Context: an optimization exercise on an open-source flow, tuned for small area. The choices shown serve that exercise and are no tape-out recipe. Function was checked by simulation only, so behaviour that the tests miss may differ from the original. Power is estimated from default activity; no workload was simulated.

==> design.v <==
module regfile_sb #(
  parameter int DATA_W   = 32,
  parameter int ADDR_W   = 5,
  parameter int ZERO_REG = 1
) (
  input  logic                  clk,
  input  logic                  reset,
  input  logic [ADDR_W-1:0]     ra1,
  input  logic [ADDR_W-1:0]     ra2,
  output logic [DATA_W-1:0]     rd1,
  output logic [DATA_W-1:0]     rd2,
  output logic                  rbusy1,
  output logic                  rbusy2,
  input  logic                  wea,
  input  logic                  web,
  input  logic [ADDR_W-1:0]     waa,
  input  logic [ADDR_W-1:0]     wab,
  input  logic [DATA_W-1:0]     wda,
  input  logic [DATA_W-1:0]     wdb,
  input  logic [DATA_W/8-1:0]   bea,
  input  logic [DATA_W/8-1:0]   beb,
  input  logic                  iss_en,
  input  logic [ADDR_W-1:0]     iss_addr,
  output logic [2**ADDR_W-1:0]  busy_vec
);
  localparam int NREG = 2**ADDR_W;
  localparam int NB   = DATA_W/8;
  logic [DATA_W-1:0] regs [NREG];
  logic [NREG-1:0]   busy;
  assign busy_vec = busy;
  function automatic logic [DATA_W-1:0] merged(input logic [DATA_W-1:0] cur,
                                               input logic [ADDR_W-1:0] r);
    logic [DATA_W-1:0] v;
    v = cur;
    for (int k = 0; k < NB; k++) begin
      if (web && (wab == r) && beb[k])
        v[8*k +: 8] = wdb[8*k +: 8];
      else if (wea && (waa == r) && bea[k])
        v[8*k +: 8] = wda[8*k +: 8];
    end
    merged = v;
  endfunction
  function automatic logic clears(input logic [ADDR_W-1:0] r);
    logic wr_hit;
    wr_hit = (wea && (waa == r) && (|bea)) || (web && (wab == r) && (|beb));
    clears = wr_hit && !(iss_en && (iss_addr == r));
  endfunction
  function automatic logic is_zero(input logic [ADDR_W-1:0] r);
    is_zero = (ZERO_REG != 0) && (r == '0);
  endfunction
  always_comb begin
    rd1    = is_zero(ra1) ? '0 : merged(regs[ra1], ra1);
    rd2    = is_zero(ra2) ? '0 : merged(regs[ra2], ra2);
    rbusy1 = !is_zero(ra1) && busy[ra1] && !clears(ra1);
    rbusy2 = !is_zero(ra2) && busy[ra2] && !clears(ra2);
  end
  always_ff @(posedge clk) begin
    if (reset) begin
      for (int i = 0; i < NREG; i++)
        regs[i] <= '0;
      busy <= '0;
    end else begin
      for (int i = 0; i < NREG; i++) begin
        if (!is_zero(ADDR_W'(i))) begin
          regs[i] <= merged(regs[i], ADDR_W'(i));
          if (iss_en && (iss_addr == ADDR_W'(i)))
            busy[i] <= 1'b1;
          else if (clears(ADDR_W'(i)))
            busy[i] <= 1'b0;
        end
      end
    end
  end
endmodule
==> run.sh <==
#!/bin/bash
# synth_recipe.tcl (not shown) runs the flow's synth.tcl, then flattens the netlist and writes it again
# the make line also repeats each setting of config.mk as NAME=value (left out here)
make -C /OpenROAD-flow-scripts/flow DESIGN_CONFIG=/design/flow/config.mk WORK_HOME=/design/flow/orfs CLKGATE_MAP_FILE= SYNTH_SCRIPT=/design/flow/synth_recipe.tcl finish
==> config.mk <==
export PLATFORM = sky130hd
export DESIGN_NAME = regfile_sb
export DESIGN_NICKNAME = regfile_sb
export VERILOG_FILES = /design/flow/design.v
export SDC_FILE = /design/flow/constraint.sdc
export NUM_CORES = 4
export LEC_CHECK = 0
export CAP_MARGIN = 20
export CORE_MARGIN = 2
export CORE_UTILIZATION = 25
export PLACE_DENSITY = 0.45
export SETUP_SLACK_MARGIN = 0.5
export SLEW_MARGIN = 20
==> constraint.sdc <==
create_clock -name core_clock -period 8.0 [get_ports {clk}]
set_input_delay 1.6000 -clock core_clock [delete_from_list [all_inputs] [get_ports {clk}]]
set_output_delay 1.6000 -clock core_clock [all_outputs]
set_load 0.01 [all_outputs]
==> flow_metrics.tcl <==
set metrics [dict create \
    htree_num_levels 4 \
    cp_cell_sequence "buf_2, buf_4, inv_1, o221ai_1, nor3_1, buf_4, nand3_1, mux2_2, o32ai_1, clkdlybuf4s50_1" \
    tightest_slew_ps 1350 \
    clk_pin_slew_ps 60 \
    dr.pass1.iters 7 \
    drv_slew 0 \
    synth_seq_area_share_pct 32.6 \
    fin_nets 8493 \
    dpl.hpwl_mm 406 \
    grt_overflow 0 \
    crit_path_end_kind "output port" \
    postCtsHoldBufs 0 \
    crit_top_cell "buf_4" \
    drt-total-wl_mm 566 \
    syn_area_um2 62800 \
    crit_slowest_cell "nor3_1" \
    synth_area_per_cell_um2 7.24 \
    ys_types 79 \
    cp_data_required_time_ps 6400 \
    skew_ps 0 \
    hold_path_class "flop to flop" \
    start_kind "primary input" \
    synth_edf_count 0 \
    grt_pass1_vias 73400 \
    initial_utilization_pct 25.2 \
    core_area_um2 249000 \
    fin_crit_ps 7770 \
    postSynthCellCount 8668 \
    async_reset_ff_share_pct 0 \
    use_met1_pct 53.7 \
    placedCellCount 11600 \
    grtUsageMet3_pct 16.2 \
    yosys_warnings 2 \
    busiest_layer "met2" \
    drive_above_1_share_pct 11.1 \
    die_w_um 505 \
    whs_path_depth 2 \
    area_growth_pct 18.0 \
    hold_viol_final 0 \
    status "timing/DRC/antenna clean" \
    cts.sinks 1023 \
    rr_worst_depth 3 \
    ir_drop_mv 0.246 \
    via_count 83700 \
    syn_nets 8770 \
    io_pins 200 \
    relSlewSlack_pct 9.00 \
    fmax_mhz 129 \
    wl_per_cell_um 47.6 \
    die-area_um2 255000 \
    grt_max_degree 185 \
    ys.flop_type "dfxtp_1" \
    vias_per_cell 7.04 \
    antenna_found_initial 93 \
    io_buffer_count 198 \
    holdWs_ps 506 \
    clkLatencyLatePin_ps 850 \
    grt_usage_pct 42.1 \
    synth-seq-cells 1023 \
    num_rows 183 \
    power_leakage_nw 23.7 \
    gp_congestion 1.10 \
    maxCapViolCount 0 \
    cts_root_buf "clkbuf_16" \
    final_cell_count_no_fill 11900 \
    power_density_nw_per_um2 181 \
    clockBufferDepth 3 \
    setup_viol 0 \
    die_y_um 505 \
    use_met2_pct 58.1 \
    worstPathMaxFanout 16 \
    grt_pass1_wl_mm 731 \
    detail-route-antenna-nets 0 \
    drc 0 \
    drt_iter0_drc 15600 \
    r2r_slack_ps 6680 \
    rsz0062_at_grt "yes" \
    cts_buffers 136 \
    crit_type "primary input to output port" \
    cp.arrival_ps 6170 \
    critPathMaxStageDelay_ps 950 \
    cts_tree "done" \
    fin_crit_sh_pct 97.2 \
]
## layout make-up
cell class	count	area, um2
antenna	62	155
clock buffer	194	3970
clock inverter	49	636
fill	26900	175000
inverter	22	82.6
multi-input combinational	6582	39100
sequential	1023	20500
tap	3330	4170
timing repair buffer	626	5450
## timing repair
| item | CTS | global route |
|---|---|---|
| gates resized for setup | 4 | 4 |
| setup buffers | 1 | 3 |
| hold endpoints to repair | 0 | 0 |
| endpoints found under the setup margin | 2 | 7 |
| pin swaps | 1 | 0 |
## metal layers
layer	part of all wire [%]	wire, um
met5	0.084	475
met4	7.8	43800
met3	13	74100
met2	40	225000
met1	39	223000
## cells in the mapped netlist, drive strengths merged (8+ instances only)
library cell | instances | area [um2]
nor3 | 24 | 155
a31o | 8 | 70.1
nor3b | 10 | 75.1
and4 | 10 | 87.6
a32oi | 9 | 78.8
a311oi | 992 | 8690
a2111oi | 108 | 971
nor2 | 1189 | 4490
a22o | 13 | 114
or2 | 9 | 56.3
nand2 | 1339 | 5030
mux2i | 14 | 140
nand3 | 1157 | 5790
nand2b | 23 | 144
inv | 22 | 82.6
o21ai | 15 | 75.1
and3b | 8 | 70.1
a21oi | 53 | 265
or4 | 11 | 82.6
o22ai | 53 | 332
nor2b | 17 | 106
a31oi | 21 | 131
a211oi | 9 | 67.6
and2 | 8 | 50.1
clkbuf | 852 | 3200
nand4 | 137 | 872
mux4 | 17 | 383
dfxtp | 1023 | 20500
buf | 189 | 930
o32ai | 19 | 166
and3 | 358 | 2240
o221ai | 34 | 298
a221oi | 24 | 210
xor2 | 15 | 131
nor4 | 69 | 474
nand3b | 20 | 154
a22oi | 691 | 5190
## power breakdown
| group | switching (W) | total, W | internal (W) |
|---|---|---|---|
| clock network | 0.00277 | 0.00654 | 0.00377 |
| registers | 0.000127 | 0.00528 | 0.00515 |
| logic | 0.00127 | 0.00157 | 0.000300 |
## sequential cells by signal, indices dropped and copies added, names as in the netlist
register / count
regs: 992
busy: 31
## critical path: cells and delay by family
| kind | cells | cell delay, ps |
|---|---|---|
| buf+inv | 5 | 2010 |
| mux | 1 | 470 |
| simple gates | 2 | 1390 |
| compound gates | 2 | 650 |
## cell usage in the layout (no fill, tap or decap), drive strengths merged, types with 9 or more instances in the layout
cell	netlist	layout
a22o	13	13
mux4	17	17
o32ai	19	19
nand3b	20	20
bufinv	0	9
or2	9	9
a31oi	21	21
a21oi	53	53
and4	10	10
nand4	137	137
a22oi	691	691
nand2b	23	23
xor2	15	15
diode	0	62
a211oi	9	9
mux2i	14	14
clkdlybuf4s50	0	117
a32oi	9	9
o221ai	34	34
dfxtp	1023	1023
nor3	24	24
or4	11	11
clkbuf	852	194
o22ai	53	53
nand2	1339	1339
nor4	69	69
buf	189	509
nor2b	17	17
a221oi	24	24
a2111oi	108	108
and3	358	358
clkinv	0	21
nor2	1189	1189
a311oi	992	992
o21ai	15	15
nor3b	10	10
inv	22	33
nand3	1157	1157
## logic make-up (layout without fill, tap and decap cells)
group                  Yosys count  after routing  synth area share [%]
multiplexers                    38             38                 0.959
flip-flops                    1023           1023                  32.6
AND/OR/NAND/NOR               4419           4419                  32.1
AO/OA/AOI/OAI                 2103           2103                  27.3
other                            1             63               0.00598
XOR/XNOR                        21             21                 0.293
buffers and inverters         1063            891                  6.71
## stage by stage
| stage | total power [W] | setup WS, ps | utilization, % | setup TNS (ps) | cell area, um2 |
|---|---|---|---|---|---|
| 2_1_floorplan | 0.00597 | 2930 | - | 0 | 62800 |
| 3_5_place_dp | 0.00685 | 224 | 27.7 | 0 | 69000 |
| 3_3_place_gp | 0.00685 | -172 | 27.6 | -172 | 68900 |
| 4_1_cts | 0.0133 | 538 | 29.6 | 0 | 73700 |
| 6_report | 0.0134 | 228 | 29.7 | 0 | 74000 |
| 5_1_grt | 0.0136 | 429 | 29.7 | 0 | 73900 |
## path summary, 6_finish.rpt
kind                        startpoint                   endpoint
max                             ra2[1]                    rd2[12]
min           regs[7][11]$_SDFFE_PP0P_   regs[7][11]$_SDFFE_PP0P_
max reg2reg  regs[16][31]$_SDFFE_PP0P_  regs[16][31]$_SDFFE_PP0P_
min reg2reg   regs[7][11]$_SDFFE_PP0P_   regs[7][11]$_SDFFE_PP0P_

==> afterwards: timing with drivers on the ports <==
In the flow no input, the clock included, has a driving cell. The finished layout below was timed again as built, in two steps. Step 1 assumes that a clkbuf_16 drives the clock port and a buf_2 every other input. Step 2, shift: input delay + t, output delay - t, t = (earliest + latest rising clock arrival at the registers) / 2. This alone moves slack from input paths to output paths. Three values: ideal ports, drivers, drivers and shift; two values: the first two.
shift t [ns]: 0.968
slack for setup (ns): 0.228 / 0.209 / 0.209
cell pins on the clock port's net: 1
After both steps this run still meets setup and hold. For this run, drivers alone change the setup slack by -0.019 ns; drivers and shift together by -0.019 ns.
